Context: an optimization exercise on an open-source flow, tuned for small area, a short achievable clock period and few clock cycles per item. The choices shown serve that exercise and are no tape-out recipe. In this exercise RTL edits were held to simulation tests only and were not proved equivalent to the original.

==> flow/design.v <==
package ramr_pkg;
  localparam int unsigned NST  = 10;
  localparam int unsigned IDLE = 0;
  localparam int unsigned ABS  = 1;
  localparam int unsigned EUC  = 2;
  localparam int unsigned FIN  = 3;
  localparam int unsigned MUL  = 4;
  localparam int unsigned T1   = 5;
  localparam int unsigned C1   = 6;
  localparam int unsigned C2   = 7;
  localparam int unsigned C3   = 8;
  localparam int unsigned OUT  = 9;
  typedef enum logic [1:0] {
    G_FIRST,
    G_PROD,
    G_SUM
  } gcd_e;
endpackage
module ramr_div (
  input  logic [15:0] v_i,
  output logic [15:0] abs_o
);
  assign abs_o = v_i[15] ? (16'd0 - v_i) : v_i;
endmodule
module rational_add_mul_reduce (
  input  logic               clk_i,
  input  logic               rst_ni,
  input  logic               in_valid_i,
  output logic               in_stall_o,
  input  logic signed [15:0] first_num_i,
  input  logic signed [15:0] first_den_i,
  input  logic signed [15:0] second_num_i,
  input  logic signed [15:0] second_den_i,
  output logic               out_valid_o,
  input  logic               out_stall_i,
  output logic signed [15:0] reduced_num_o,
  output logic signed [15:0] reduced_den_o,
  output logic signed [31:0] sum_num_o,
  output logic signed [30:0] sum_den_o,
  output logic signed [30:0] prod_num_o,
  output logic signed [30:0] prod_den_o,
  output logic               reduce_undefined_o,
  output logic               sum_undefined_o,
  output logic               prod_undefined_o
);
  logic [ramr_pkg::NST-1:0] st_q, st_d;
  ramr_pkg::gcd_e gi_q, gi_d;
  logic [31:0] a_q, a_d, b_q, b_d;
  logic [31:0] sa_q, sa_d, sb_q, sb_d;
  logic [32:0] ta_q, ta_d, tb_q, tb_d;
  logic [4:0]  j_q, j_d;
  logic        jz_q, jz_d, up_q, up_d, k_q, k_d, pass_q, pass_d;
  logic        sx_q, sx_d, sy_q, sy_d;      
  logic        ssn_q, ssn_d, ssd_q, ssd_d;  
  logic        subs_q, subs_d, subt_q, subt_d;
  logic        az_q;
  logic [15:0] rn_q, rn_d, rd_q, rd_d;
  logic [31:0] pn_q, pn_d;                  
  logic [30:0] pd_q, pd_d;
  logic        ru_q, ru_d, pu_q, pu_d, su_q, su_d;
  logic [32:0] d1;        
  logic [33:0] d2;        
  logic [34:0] d4;        
  logic        ge, ge2, ge4, bz;
  logic [31:0] ss;
  logic [32:0] tt;
  logic        gate_a, gate_b, sub_s, sub_t;
  logic [31:0] sa_op, sb_op;
  logic [32:0] ta_op, tb_op;
  logic [15:0] absx, absy;
  ramr_div u_absx (.v_i(rn_q), .abs_o(absx));
  ramr_div u_absy (.v_i(rd_q), .abs_o(absy));
  assign d1  = {1'b0, a_q} - {1'b0, b_q};
  assign d2  = {2'b0, a_q} - {1'b0, b_q, 1'b0};
  assign ge  = ~d1[32];
  assign ge2 = ~d2[33];
  assign d4  = {3'b0, a_q} - {1'b0, b_q, 2'b0};
  assign ge4 = ~d4[34];
  assign bz  = (b_q == '0);
  logic s_idle, s_abs, s_euc, s_fin, s_mul, s_t1, s_c1, s_c2, s_c3, s_out;
  assign s_idle = st_q[ramr_pkg::IDLE];
  assign s_abs  = st_q[ramr_pkg::ABS];
  assign s_euc  = st_q[ramr_pkg::EUC];
  assign s_fin  = st_q[ramr_pkg::FIN];
  assign s_mul  = st_q[ramr_pkg::MUL];
  assign s_t1   = st_q[ramr_pkg::T1];
  assign s_c1   = st_q[ramr_pkg::C1];
  assign s_c2   = st_q[ramr_pkg::C2];
  assign s_c3   = st_q[ramr_pkg::C3];
  assign s_out  = st_q[ramr_pkg::OUT];
  logic bc_q, bc_d, m_add, m_sh1, m_bc;
  logic [1:0] m_n4;
  assign m_n4  = b_q[1:0] + {1'b0, bc_q};
  assign m_add = s_mul & m_n4[0];
  assign m_sh1 = (m_n4 == 2'd2);
  assign m_bc  = (m_n4 == 2'd3) | ((m_n4 == 2'd0) & b_q[1] & b_q[0] & bc_q) |
                 ((m_n4 == 2'd2) & b_q[0] & bc_q);
  logic ga_q, xs_q, xt_q;
  assign sub_s = xs_q;
  assign sub_t = xt_q;
  assign gate_a = ga_q;
  assign gate_b = 1'b0;
  assign sa_op = gate_a ? '0 : sa_q;
  assign ta_op = gate_a ? '0 : ta_q;
  assign sb_op = gate_b ? '0 : sb_q;
  assign tb_op = gate_b ? '0 : tb_q;
  assign ss = sa_op + (sb_op ^ {32{sub_s}}) + {31'd0, sub_s};
  assign tt = ta_op + (tb_op ^ {33{sub_t}}) + {32'd0, sub_t};
  logic f_g1, f_gp, f_gs;
  assign f_g1 = s_fin & (gi_q == ramr_pkg::G_FIRST);
  assign f_gp = s_fin & (gi_q == ramr_pkg::G_PROD);
  assign f_gs = s_fin & (gi_q == ramr_pkg::G_SUM);
  logic e_end, e_up, e_up2, e_act, e_dn, e_sw, e_add;
  assign e_end = s_euc & up_q & bz;
  assign e_up2 = s_euc & up_q & ~bz & ge4;
  assign e_up  = s_euc & up_q & ~bz & ge2 & ~ge4;
  assign e_act = s_euc & ~(up_q & (bz | ge2));   
  assign e_dn  = e_act & ~jz_q;
  assign e_sw  = e_act & jz_q;
  assign e_add = e_dn & ge;
  logic r_zero;
  assign r_zero = ge ? (a_q == b_q) : (a_q == '0);
  logic ld_init;    
  logic init_nz;    
  assign ld_init = s_abs | s_c3 | f_gp;
  assign init_nz = s_abs ? (rn_q != '0) : s_c3 ? (sa_q != '0) : (pn_q != '0);
  logic a_d1, a_b, a_abs, a_sa, a_pn;
  assign a_d1  = e_add;
  assign a_b   = e_sw | s_c1;
  assign a_abs = s_abs | f_g1;
  assign a_sa  = s_t1 | s_c3;
  assign a_pn  = f_gp;
  logic b_shl2, b_shl, b_shr, b_d1, b_a, b_abs, b_pd;
  assign b_shl2 = e_up2;
  assign b_shl = e_up;
  assign b_shr = e_dn | (s_mul & m_sh1);
  logic b_shr2;
  assign b_shr2 = s_mul & ~m_sh1;
  assign b_d1  = (e_sw & ge) | (s_c2 & b_q[31]);
  assign b_a   = (e_sw & ~ge) | s_t1 | s_c1;
  assign b_abs = s_abs | f_g1;
  assign b_pd  = f_gp;
  logic sa_ss, sa_sb, sa_one, sa_zero;
  assign sa_ss   = e_add | m_add | s_c2 | f_gs;
  assign sa_sb   = e_sw;
  assign sa_one  = ld_init;
  assign sa_zero = f_g1 | s_t1 | s_c1;
  logic sb_shl2, sb_shl, sb_shr, sb_ss, sb_sa, sb_zero, sb_bd, sb_bn;
  assign sb_shl2 = e_up2 | (s_mul & ~m_sh1);
  assign sb_shl  = e_up | (s_mul & m_sh1);
  assign sb_shr  = e_dn;
  assign sb_ss   = e_sw & ge;
  assign sb_sa   = (e_sw & ~ge) | s_c1;
  assign sb_zero = ld_init;
  assign sb_bd   = f_g1;
  assign sb_bn   = s_t1;
  logic ta_tt, ta_tb, ta_zero;
  assign ta_tt   = e_add | m_add | f_gs;
  assign ta_tb   = e_sw;
  assign ta_zero = ld_init | f_g1 | s_c1;
  logic tb_shl2, tb_shl, tb_shr, tb_tt, tb_ta, tb_one, tb_bn, tb_bd;
  assign tb_shl2 = e_up2 | (s_mul & ~m_sh1);
  assign tb_shl = e_up | (s_mul & m_sh1);
  assign tb_shr = e_dn;
  assign tb_tt  = e_sw & ge;
  assign tb_ta  = (e_sw & ~ge) | s_c1;
  assign tb_one = ld_init;
  assign tb_bn  = f_g1;
  assign tb_bd  = s_t1;
  logic [31:0] sext_bn, sext_bd;
  assign sext_bn = {{16{pn_q[15]}}, pn_q[15:0]};
  assign sext_bd = {{16{pd_q[15]}}, pd_q[15:0]};
  always_comb begin
    a_d = a_q;
    if (a_d1)  a_d = d1[31:0];
    else if (a_b)     a_d = b_q;
    else if (a_abs)   a_d = {16'd0, absx};
    else if (a_sa)    a_d = sa_q;
    else if (a_pn)    a_d = pn_q;
    b_d = b_q;
    if (b_shl2) b_d = {b_q[29:0], 2'b0};
    else if (b_shl) b_d = {b_q[30:0], 1'b0};
    else if (b_shr)   b_d = {1'b0, b_q[31:1]};
    else if (b_shr2)  b_d = {2'b0, b_q[31:2]};
    else if (b_d1)    b_d = d1[31:0];
    else if (b_a)     b_d = a_q;
    else if (b_abs)   b_d = {16'd0, absy};
    else if (b_pd)    b_d = {1'b0, pd_q};
    sa_d = sa_q;
    if (sa_ss) sa_d = ss;
    else if (sa_sb)   sa_d = sb_q;
    else if (sa_one)  sa_d = 32'd1;
    else if (sa_zero) sa_d = '0;
    sb_d = sb_q;
    if (sb_shl2) sb_d = {sb_q[29:0], 2'b0};
    else if (sb_shl) sb_d = {sb_q[30:0], 1'b0};
    else if (sb_shr)   sb_d = {1'b0, sb_q[31:1]};
    else if (sb_ss)    sb_d = ss;
    else if (sb_sa)    sb_d = sa_q;
    else if (sb_zero)  sb_d = '0;
    else if (sb_bd)    sb_d = sext_bd;
    else if (sb_bn)    sb_d = sext_bn;
    ta_d = ta_q;
    if (ta_tt) ta_d = tt;
    else if (ta_tb)   ta_d = tb_q;
    else if (ta_zero) ta_d = '0;
    tb_d = tb_q;
    if (tb_shl2) tb_d = {tb_q[30:0], 2'b0};
    else if (tb_shl) tb_d = {tb_q[31:0], 1'b0};
    else if (tb_shr)   tb_d = {1'b0, tb_q[32:1]};
    else if (tb_tt)    tb_d = tt;
    else if (tb_ta)    tb_d = ta_q;
    else if (tb_one)   tb_d = {32'd0, init_nz};
    else if (tb_bn)    tb_d = {sext_bn[31], sext_bn};
    else if (tb_bd)    tb_d = {sext_bd[31], sext_bd};
  end
  always_comb begin
    rn_d = rn_q; rd_d = rd_q; pn_d = pn_q; pd_d = pd_q;
    ru_d = ru_q; pu_d = pu_q; su_d = su_q;
    if (s_idle) begin
      rn_d = first_num_i;
      rd_d = first_den_i;
      pn_d[15:0] = second_num_i;
      pd_d[15:0] = second_den_i;
    end
    if (f_g1) begin
      rn_d = tt[15:0];
      rd_d = ss[15:0];
      ru_d = az_q;
    end
    if (s_c2) pn_d = tt[31:0];
    if (s_c3) pd_d = b_q[30:0];
    if (f_gp) begin
      pn_d = {1'b0, tt[30:0]};
      pd_d = ss[30:0];
      pu_d = az_q;
    end
    if (f_gs) su_d = az_q;
  end
  always_comb begin
    st_d   = '0;
    gi_d   = gi_q;
    j_d    = j_q;
    jz_d   = jz_q;
    up_d   = up_q;
    k_d    = k_q;
    pass_d = pass_q;
    sx_d   = sx_q;  sy_d  = sy_q;
    ssn_d  = ssn_q; ssd_d = ssd_q;
    subs_d = subs_q;
    subt_d = subt_q;
    bc_d   = 1'b0;
    if (s_idle) begin
      if (in_valid_i) st_d[ramr_pkg::ABS] = 1'b1;
      else            st_d[ramr_pkg::IDLE] = 1'b1;
    end
    if (s_abs) begin
      sx_d = rn_q[15];
      sy_d = rd_q[15];
      gi_d = ramr_pkg::G_FIRST;
      st_d[ramr_pkg::EUC] = 1'b1;
    end
    if (s_euc) begin
      if (e_end) begin
        subs_d = ~k_q & (sx_q ^ sy_q);
        subt_d =  k_q & (sx_q ^ sy_q);
        st_d[ramr_pkg::FIN] = 1'b1;
      end else if (e_sw & r_zero) begin
        subs_d =  k_q & (sx_q ^ sy_q);
        subt_d = ~k_q & (sx_q ^ sy_q);
        st_d[ramr_pkg::FIN] = 1'b1;
      end else begin
        st_d[ramr_pkg::EUC] = 1'b1;
      end
      if (e_up) begin
        j_d  = j_q + 5'd1;
        jz_d = 1'b0;
      end
      if (e_up2) begin
        j_d  = j_q + 5'd2;
        jz_d = 1'b0;
      end
      if (e_dn) begin
        j_d  = j_q - 5'd1;
        jz_d = (j_q == 5'd1);
        up_d = 1'b0;
      end
      if (e_sw) begin
        k_d  = ~k_q;
        up_d = 1'b1;
      end
    end
    if (s_fin) begin
      case (gi_q)
        ramr_pkg::G_FIRST: begin
          pass_d = 1'b0;
          subs_d = sy_q;
          subt_d = sy_q;
          st_d[ramr_pkg::MUL] = 1'b1;
        end
        ramr_pkg::G_PROD: begin
          sx_d = ssn_q;
          sy_d = ssd_q;
          gi_d = ramr_pkg::G_SUM;
          st_d[ramr_pkg::EUC] = 1'b1;
        end
        default: st_d[ramr_pkg::OUT] = 1'b1;
      endcase
    end
    if (s_mul) begin
      bc_d = m_bc;
      if (((m_sh1 ? b_q[31:1] : {1'b0, b_q[31:2]}) == '0) && !m_bc) begin
        if (pass_q) st_d[ramr_pkg::C1] = 1'b1;
        else        st_d[ramr_pkg::T1] = 1'b1;
      end else begin
        st_d[ramr_pkg::MUL] = 1'b1;
      end
    end
    if (s_t1) begin
      pass_d = 1'b1;
      subs_d = sx_q;
      subt_d = sx_q;
      st_d[ramr_pkg::MUL] = 1'b1;
    end
    if (s_c1) st_d[ramr_pkg::C2] = 1'b1;
    if (s_c2) begin
      ssn_d = tb_q[32];
      ssd_d = b_q[31];
      sx_d  = sb_q[31];
      sy_d  = b_q[31];
      st_d[ramr_pkg::C3] = 1'b1;
    end
    if (s_c3) begin
      gi_d = ramr_pkg::G_PROD;
      st_d[ramr_pkg::EUC] = 1'b1;
    end
    if (s_out) begin
      if (out_stall_i) st_d[ramr_pkg::OUT] = 1'b1;
      else             st_d[ramr_pkg::IDLE] = 1'b1;
    end
    if (ld_init) begin
      j_d  = '0;
      jz_d = 1'b1;
      up_d = 1'b1;
      k_d  = 1'b0;
      subs_d = 1'b0;
      subt_d = 1'b0;
    end
  end
  logic [1:0] nb, nn4;
  logic       nbc, nsgn, n_neg;
  always_comb begin
    if (s_mul) begin
      nb   = m_sh1 ? b_q[2:1] : b_q[3:2];
      nbc  = m_bc;
      nsgn = pass_q ? sx_q : sy_q;
    end else if (s_t1) begin
      nb   = a_q[1:0];
      nbc  = 1'b0;
      nsgn = sx_q;
    end else begin
      nb   = absy[1:0];
      nbc  = 1'b0;
      nsgn = sy_q;
    end
  end
  assign nn4   = nb + {1'b0, nbc};
  assign n_neg = (nn4 == 2'd3);
  always_ff @(posedge clk_i) begin
    ga_q  <= st_d[ramr_pkg::FIN];
    xs_q  <= st_d[ramr_pkg::MUL] ? (nsgn ^ n_neg) :
             st_d[ramr_pkg::C2]  ? sa_q[31] :
             st_d[ramr_pkg::FIN] & subs_d;
    xt_q  <= st_d[ramr_pkg::MUL] ? (nsgn ^ n_neg) :
             st_d[ramr_pkg::C2]  ? ta_q[32] :
             st_d[ramr_pkg::FIN] & subt_d;
  end
  always_ff @(posedge clk_i or negedge rst_ni) begin
    if (!rst_ni) begin
      st_q <= ramr_pkg::NST'(1) << ramr_pkg::IDLE;
    end else begin
      st_q <= st_d;
    end
  end
  always_ff @(posedge clk_i) begin
    gi_q   <= gi_d;
    a_q    <= a_d;   b_q  <= b_d;
    sa_q   <= sa_d;  sb_q <= sb_d;
    ta_q   <= ta_d;  tb_q <= tb_d;
    j_q    <= j_d;   jz_q <= jz_d; up_q <= up_d; k_q <= k_d; pass_q <= pass_d;
    sx_q   <= sx_d;  sy_q <= sy_d; ssn_q <= ssn_d; ssd_q <= ssd_d;
    subs_q <= subs_d; subt_q <= subt_d; bc_q <= bc_d;
    az_q   <= (a_q == '0) & ~e_sw;
    rn_q   <= rn_d;  rd_q <= rd_d; pn_q <= pn_d; pd_q <= pd_d;
    ru_q   <= ru_d;  pu_q <= pu_d; su_q <= su_d;
  end
  assign in_stall_o         = ~s_idle;
  assign out_valid_o        = s_out;
  assign reduced_num_o      = rn_q;
  assign reduced_den_o      = rd_q;
  assign sum_num_o          = ta_q[31:0];
  assign sum_den_o          = sa_q[30:0];
  assign prod_num_o         = pn_q[30:0];
  assign prod_den_o         = pd_q;
  assign reduce_undefined_o = ru_q;
  assign sum_undefined_o    = su_q;
  assign prod_undefined_o   = pu_q;
endmodule
==> flow/flow/run.sh <==
#!/bin/bash
set -euo pipefail
bash standard.sh SETUP_SLACK_MARGIN=7 \
  "BUFFER_PORTS_ARGS=-buffer_cell sky130_fd_sc_hd__buf_1" finish > make_finish.log 2>&1
==> flow/standard.sh <==
#!/bin/bash
# synth_recipe.tcl (not shown) runs the flow's synth.tcl, then flattens the netlist and writes it again
# the make line also repeats each setting of config.mk as NAME=value (left out here)
make -C /OpenROAD-flow-scripts/flow DESIGN_CONFIG=/design/flow/config.mk WORK_HOME=/design/flow/orfs CLKGATE_MAP_FILE= SYNTH_SCRIPT=/design/flow/synth_recipe.tcl "${@:-finish}"
==> flow/config.mk <==
export PLATFORM = sky130hd
export DESIGN_NAME = rational_add_mul_reduce
export DESIGN_NICKNAME = rational_add_mul_reduce
export VERILOG_FILES = /design/flow/design.v
export SDC_FILE = /design/flow/constraint.sdc
export NUM_CORES = 4
export LEC_CHECK = 0
export CAP_MARGIN = 20
export CORE_MARGIN = 2
export CORE_UTILIZATION = 50
export SLEW_MARGIN = 20
==> flow/constraint.sdc <==
create_clock -name core_clock -period 11.0 [get_ports {clk_i}]
set_input_delay 2.2000 -clock core_clock [delete_from_list [all_inputs] [get_ports {clk_i}]]
set_output_delay 2.2000 -clock core_clock [all_outputs]
set_load 0.01 [all_outputs]
==> results of run 1 <==
[cells by family (layout without fill, tap and decap cells)]
kind of cell | count (synthesis) | count (layout) | share of synthesized area [%]
buffers and inverters | 384 | 585 | 6.929
AND/OR/NAND/NOR | 1031 | 1034 | 17.94
adder cells (fa/ha/maj) | 165 | 165 | 7.644
other | 0 | 4 | 0
flip-flops | 324 | 324 | 34.47
multiplexers | 36 | 36 | 1.329
XOR/XNOR | 187 | 187 | 5.999
AO/OA/AOI/OAI | 1105 | 1105 | 25.69
[state kept, by name, summed over array words and instances, names as in the netlist, 31 cells and up]
name / flops
sa_q: 32
sb_q: 32
b_q: 32
pn_q: 32
a_q: 32
ta_q: 33
pd_q: 31
tb_q: 33
[area by class of cell]
cell class / count / area share [%]
Sequential cell: 324 / 29.74
Timing Repair Buffer: 433 / 9.228
Multi-Input combinational cell: 2527 / 52.84
Tap cell: 696 / 2.747
Clock buffer: 54 / 3.754
Clock inverter: 19 / 0.7065
Inverter: 79 / 0.9473
Antenna cell: 4 / 0.03158
[Yosys cell counts, types with 33 or more instances]
cell      count  area (um2)
nand2_1     383        1438
o21ai_0     309        1546
a21oi_1     294        1471
edfxtp_1    287        8618
nor2_1      171       641.9
ha_1        162        2027
clkbuf_1    143       536.8
xor2_1      118        1033
nand3_1     117       585.6
a211oi_1    109       818.3
buf_4       100       750.7
nor2b_1      91       569.3
nor3_1       84       420.4
inv_1        79       296.5
xnor2_1      69       604.3
a21o_1       51       382.9
buf_2        36       180.2
mux2i_1      34       340.3
o21ai_1      34       170.2
nor4_1       33       206.5
[worst register-to-register path, stage by stage (launching register included)]
cell       delay [ns]
edfxtp_1         0.37
inv_2            0.06
ha_4             0.16
fa_2             0.40
nand2b_4         0.17
a211oi_4         0.29
o311ai_4         0.13
and3_4           0.21
o31a_1           0.40
buf_4            0.19
a211oi_4         0.30
buf_12           0.15
a21oi_4          0.05
buf_12           0.21
nor2_4           0.19
clkbuf_16        0.20
a221oi_2         0.06
a221o_1          0.26
[repair_timing]
item | 4_1_cts | 5_1_grt
pin swaps | 17 | 39
setup endpoints to repair | 416 | 311
setup buffers | 47 | 96
cloned | 6 | 9
hold buffers | 0 | 0
endpoints found under the hold margin | 0 | 0
gates resized for setup | 101 | 96
[final timing paths]
kind | end | depth (start not counted)
hold reg to reg | st_q[5] | 1
min in group asynchronous | st_q[9] | 1
hold / removal | st_q[5] | 1
setup / recovery | b_q[19] | 17
setup reg to reg | b_q[19] | 17
max in group asynchronous | st_q[8] | 1
[per-layer routing]
metal	wire, um	GRT usage [%]	vias to the layer above
li1	-	-	12310
met1	46140	52.06	13710
met2	53750	61.33	1738
met3	12980	8.536	349
met4	6691	19.33	2
met5	69	0	-
[metrics by stage]
stage / cell area, um2 / std cells / utilization, % / setup WS (ns)
after floorplan: 27330 / 3232 / - / 7.011
after global placement: 27900 / 3900 / 51.74 / 5.782
after detailed placement: 27900 / 3900 / 51.74 / 5.524
after CTS: 30300 / 4026 / 56.19 / 6.973
after global routing: 31690 / 4134 / 58.78 / 6.925
final: 31700 / 4136 / 58.79 / 6.962
[placed cells by master, fill, tap and decap left out, drive strengths merged, types with 51 or more instances in the layout]
cell,count
xnor2,69
nor3,85
a21oi,298
nor2b,91
o21ai,346
ha,162
a211oi,110
xor2,118
nand2,385
nand3,117
clkbuf,63
edfxtp,287
inv,79
a21o,51
nor2,179
buf,423
==> results_dict.tcl, run 1 <==
set metrics [dict create \
    gr-total-overflow 0 \
    clkSlewWorstSetupHoldPaths_ns 0.07 \
    tightest_slew_ns 1.101 \
    yosys_most_used_dff "edfxtp_1" \
    final_max_slew_viol_count 0 \
    status "complete, no violations" \
    drive_above_1_share_pct 12.43 \
    dieArea_um2 56490 \
    syn_nets 3465 \
    timing.rr.start "a_q[0]" \
    cts_tree "built" \
    max_stage_delay_ns 0.40 \
    wirelength_um 119600 \
    ys_types 92 \
    cp.arrival_ns 4.36 \
    end_kind "flop" \
    multiInputGateArea_um2 16750 \
    seq_area_um2 9428 \
    via_per_inst 6.795 \
    fmax_mhz 247.7 \
    crit_chain "inv_2 -> ha_4 -> fa_2 -> nand2b_4 -> a211oi_4 -> o311ai_4 -> and3_4 -> o31a_1 -> buf_4 -> a211oi_4 -> buf_12 -> a21oi_4 -> buf_12 -> nor2_4 -> clkbuf_16 -> a221oi_2 -> a221o_1" \
    yosys_warnings 1 \
    grt_pass1_wl_um 166900 \
    dieWidth_um 237.7 \
    die_y_um 237.7 \
    coreArea_um2 53920 \
    critPathRequiredTime_ns 11.33 \
    synth_area_um2 27300 \
    cts_num_sinks 324 \
    hold_violations 0 \
    gp_congestion 0.9739 \
    relSlewSlack_pct 25.94 \
    startpoint_type "flop" \
    pin_count 230 \
    grt_pass1_vias 25270 \
    first_pass_iters 6 \
    num_rows 85 \
    hp-start "pass_q" \
    synth_seq_cells 324 \
    ant_nets 0 \
    syn_inst 3232 \
    track_usage_pct 39.43 \
    htree_levels 2 \
    ctsRootBufferMaster "clkbuf_16" \
    grt_start_max_net_pins 83 \
    rsz0062_at_grt "yes" \
    antenna_found_initial 2 \
    area_growth_pct 16.11 \
    async_reset_ff_share_pct 3.086 \
    crit_start "a_q[0]" \
    initial_core_util_pct 50.63 \
    wl_per_cell_um 28.92 \
    slowest_stage "fa_2" \
    io_buffers 229 \
    detail_route.iter0.violations 3694 \
    fin_setup_tns_ns 0 \
    crit_type "reg -> reg" \
    finalClockSkew_ns 0.01513 \
    setup_viol 0 \
    hold_ws_ns 0.4587 \
    crit_fanout 5 \
    reg2reg_slack_ns 6.96 \
    fill_cells 4865 \
    cp_num_buf_inv 5 \
    vias 28100 \
    ys_seq_area_share_pct 34.47 \
    numCtsBuffers 41 \
    syn_avg_cell_area_um2 8.447 \
    cp_top_family "compound AO/OA/AOI/OAI gates" \
    synth-edff-count 287 \
    drc 0 \
    clock_latency_ns 0.58 \
    cts.path.max_buffers 3 \
    finalCritPeriodShare_pct 36.71 \
    dpl.hpwl_um 82140 \
    holdCritPathClass "reg -> reg" \
    fin_nets 3639 \
    period_minus_slack_ns 4.038 \
    cap_violations 0 \
]
Testbench counts, summed over its fixed seeds: cycles 262,350, items 2,400.
==> run 2, diff against run 1 <==
==> flow/flow/run.sh (replaced) <==
#!/bin/bash
set -euo pipefail
bash standard.sh SETUP_SLACK_MARGIN=7.2 \
  "BUFFER_PORTS_ARGS=-buffer_cell sky130_fd_sc_hd__buf_1" finish > make_finish.log 2>&1
==> results_dict.tcl, run 2 <==
set metrics [dict create \
    period_minus_slack_ns 3.861 \
    finalClockSkew_ns 0.03840 \
    end_kind "flop" \
    die_y_um 237.7 \
    num_rows 85 \
    drc 0 \
    pin_count 230 \
    worst_slack_ns 7.139 \
    clock_latency_ns 0.60 \
    fin_util_pct 59.86 \
    relSlewSlack_pct 26.00 \
    detail_route.iter0.violations 3902 \
    area_growth_pct 18.23 \
    synth-edff-count 287 \
    reg_top3 "ta_q x33, tb_q x33" \
    gr-total-overflow 0 \
    cap_violations 0 \
    wl_per_cell_um 29.05 \
    startpoint_type "flop" \
    ys_types 92 \
    final_max_slew_viol_count 0 \
    syn_inst 3232 \
    crit_type "reg -> reg" \
    finalCritPeriodShare_pct 35.10 \
    final_cell_mix "nand2_1 (373), o21ai_0 (294), edfxtp_1 (287)" \
    first_pass_iters 7 \
    hold_violations 0 \
    cts_num_sinks 324 \
    syn_avg_cell_area_um2 8.447 \
    track_usage_pct 40.48 \
    hold_ws_ns 0.4508 \
    initial_core_util_pct 50.63 \
    cts_tree "built" \
    crit_start "b_q[15]" \
    crit_fanout 13 \
    final_area_um2 32280 \
    final_common_cell "nand2_1" \
    yosys_most_used_dff "edfxtp_1" \
    synth_seq_cells 324 \
    holdCritPathClass "reg -> reg" \
    async_reset_ff_share_pct 3.086 \
    vias 28130 \
    dpl.hpwl_um 81310 \
    yosysMostFrequentCell "nand2_1" \
    drive_above_1_share_pct 14.35 \
    dieWidth_um 237.7 \
    numCtsBuffers 41 \
    antenna_found_initial 0 \
    status "complete, no violations" \
    critPathRequiredTime_ns 11.42 \
    grt_pass1_wl_um 171400 \
    setup_viol 0 \
    ys_seq_area_share_pct 34.47 \
    post_dp_cell_area_um2 27890 \
    hp-start "az_q" \
    place_ws_ns 5.527 \
    coreArea_um2 53920 \
    fin_nets 3665 \
    fmax_mhz 259.0 \
    synth_top_area_share_pct 31.57 \
    ant_nets 0 \
    gp_congestion 0.9875 \
    tightest_slew_ns 1.100 \
    syn_nets 3465 \
    io_buffers 229 \
    cp.arrival_ns 4.28 \
    rsz0062_at_grt "yes" \
    ctsRootBufferMaster "clkbuf_16" \
    htree_levels 2 \
    yosys_warnings 1 \
    cts.path.max_buffers 3 \
    synth.area.top_cells "edfxtp_1 (32%), ha_1 (7.4%), o21ai_0 (5.7%), a21oi_1 (5.4%), nand2_1 (5.3%)" \
    grt_pass1_vias 26060 \
    wirelength_um 120900 \
    clkSlewWorstSetupHoldPaths_ns 0.06 \
    synth_area_um2 27300 \
    via_per_inst 6.761 \
    grt_start_max_net_pins 81 \
    timing.rr.start "b_q[15]" \
    synth_top_area_cell "edfxtp_1" \
    netlist_top_cells_count "nand2_1 (383), o21ai_0 (309), a21oi_1 (294)" \
    fin_setup_tns_ns 0 \
    dieArea_um2 56490 \
]
-- run 2: cell counts after synthesis --
No cell type changed its count.
-- run 2: stage by stage --
step,cells
after detailed placement,3898
after CTS,4064
after global placement,3898
final,4161
after global routing,4160
after floorplan,3232
-- run 2: kinds of logic after synthesis --
family	synth area share, %
xor gates and xnor gates	5.999
adders and majority gates	7.644
DFF	34.47
and+or+nand+nor	17.94
AOI/OAI and AO/OA	25.69
buffers and inverters	6.929
muxes	1.329
-- run 2: layer usage --
metal  vias up  GRT usage, %  routed length [um]
met5         -             0                   0
li1      12350             -                   -
met3       357         8.756               12340
met4         0         18.09                6422
met2      1753         64.16               55280
met1     13670         53.14               46820
-- run 2: cell type report --
class | count | area (um2)
inverter | 79 | 300.3
fill | 4856 | 21640
multi-input combinational | 2532 | 17150
tap | 696 | 870.8
sequential | 324 | 9427
clock buffer | 55 | 1129
timing repair buffer | 454 | 3153
antenna | 1 | 2.502
clock inverter | 20 | 249.0
-- run 2: worst max-delay path: stages, from the launching register on --
cell and delay (ns):
edfxtp_1 0.46, inv_2 0.10, ha_1 0.33, nand4_1 0.21, or4_1 0.58, o211ai_1 0.11, buf_4 0.21, o21a_4 0.22
a31oi_4 0.19, buf_4 0.23, clkbuf_16 0.19, a311oi_1 0.56, a21oi_1 0.11, o21ai_0 0.19
-- run 2: final timing paths --
check / slack [ns] / endpoint / cells after the start
worst max-delay path: 7.14 / a_q[5] / 13
worst min-delay path: 0.45 / pu_q / 0
worst max register to register: 7.14 / a_q[5] / 13
worst min register to register: 0.45 / pu_q / 0
max in group asynchronous: 8.81 / st_q[8] / 1
min in group asynchronous: 1.66 / st_q[3] / 1
-- run 2: what timing repair did --
item | CTS | global route
pin swaps | 29 | 55
gates resized for setup | 144 | 130
hold buffers | 0 | 0
cloned | 14 | 8
endpoints found under the setup margin | 431 | 372
setup buffers | 77 | 88

==> separate check: timing with driven ports <==
The flow's constraints put no driver on any port. The routed layouts listed below were extracted and timed again, unchanged, in two steps.
Step 1, drivers: a clkbuf_16 drives clk_i and a buf_2 each remaining input, both assumed.
Step 2 times the ports against the registers' clock, not the clock port: input delays grow and output delays shrink by t, the midpoint of the rising clock arrivals with the driver on.
a / b / c = ideal ports / drivers / drivers and shift; a / b = the first two.
run	t, ns	setup WS [ns]	latest minus earliest clock arrival (ns)	slew at the worst register clock pin (ns)	worst slew at a driven data input, ns
run 1	0.637	6.962 / 6.962 / 6.962	0.015 / 0.015	0.07 / 0.07	0.07
run 2	0.649	7.139 / 7.139 / 7.139	0.038 / 0.039	0.07 / 0.07	0.07
After both steps every run listed still meets setup and hold.
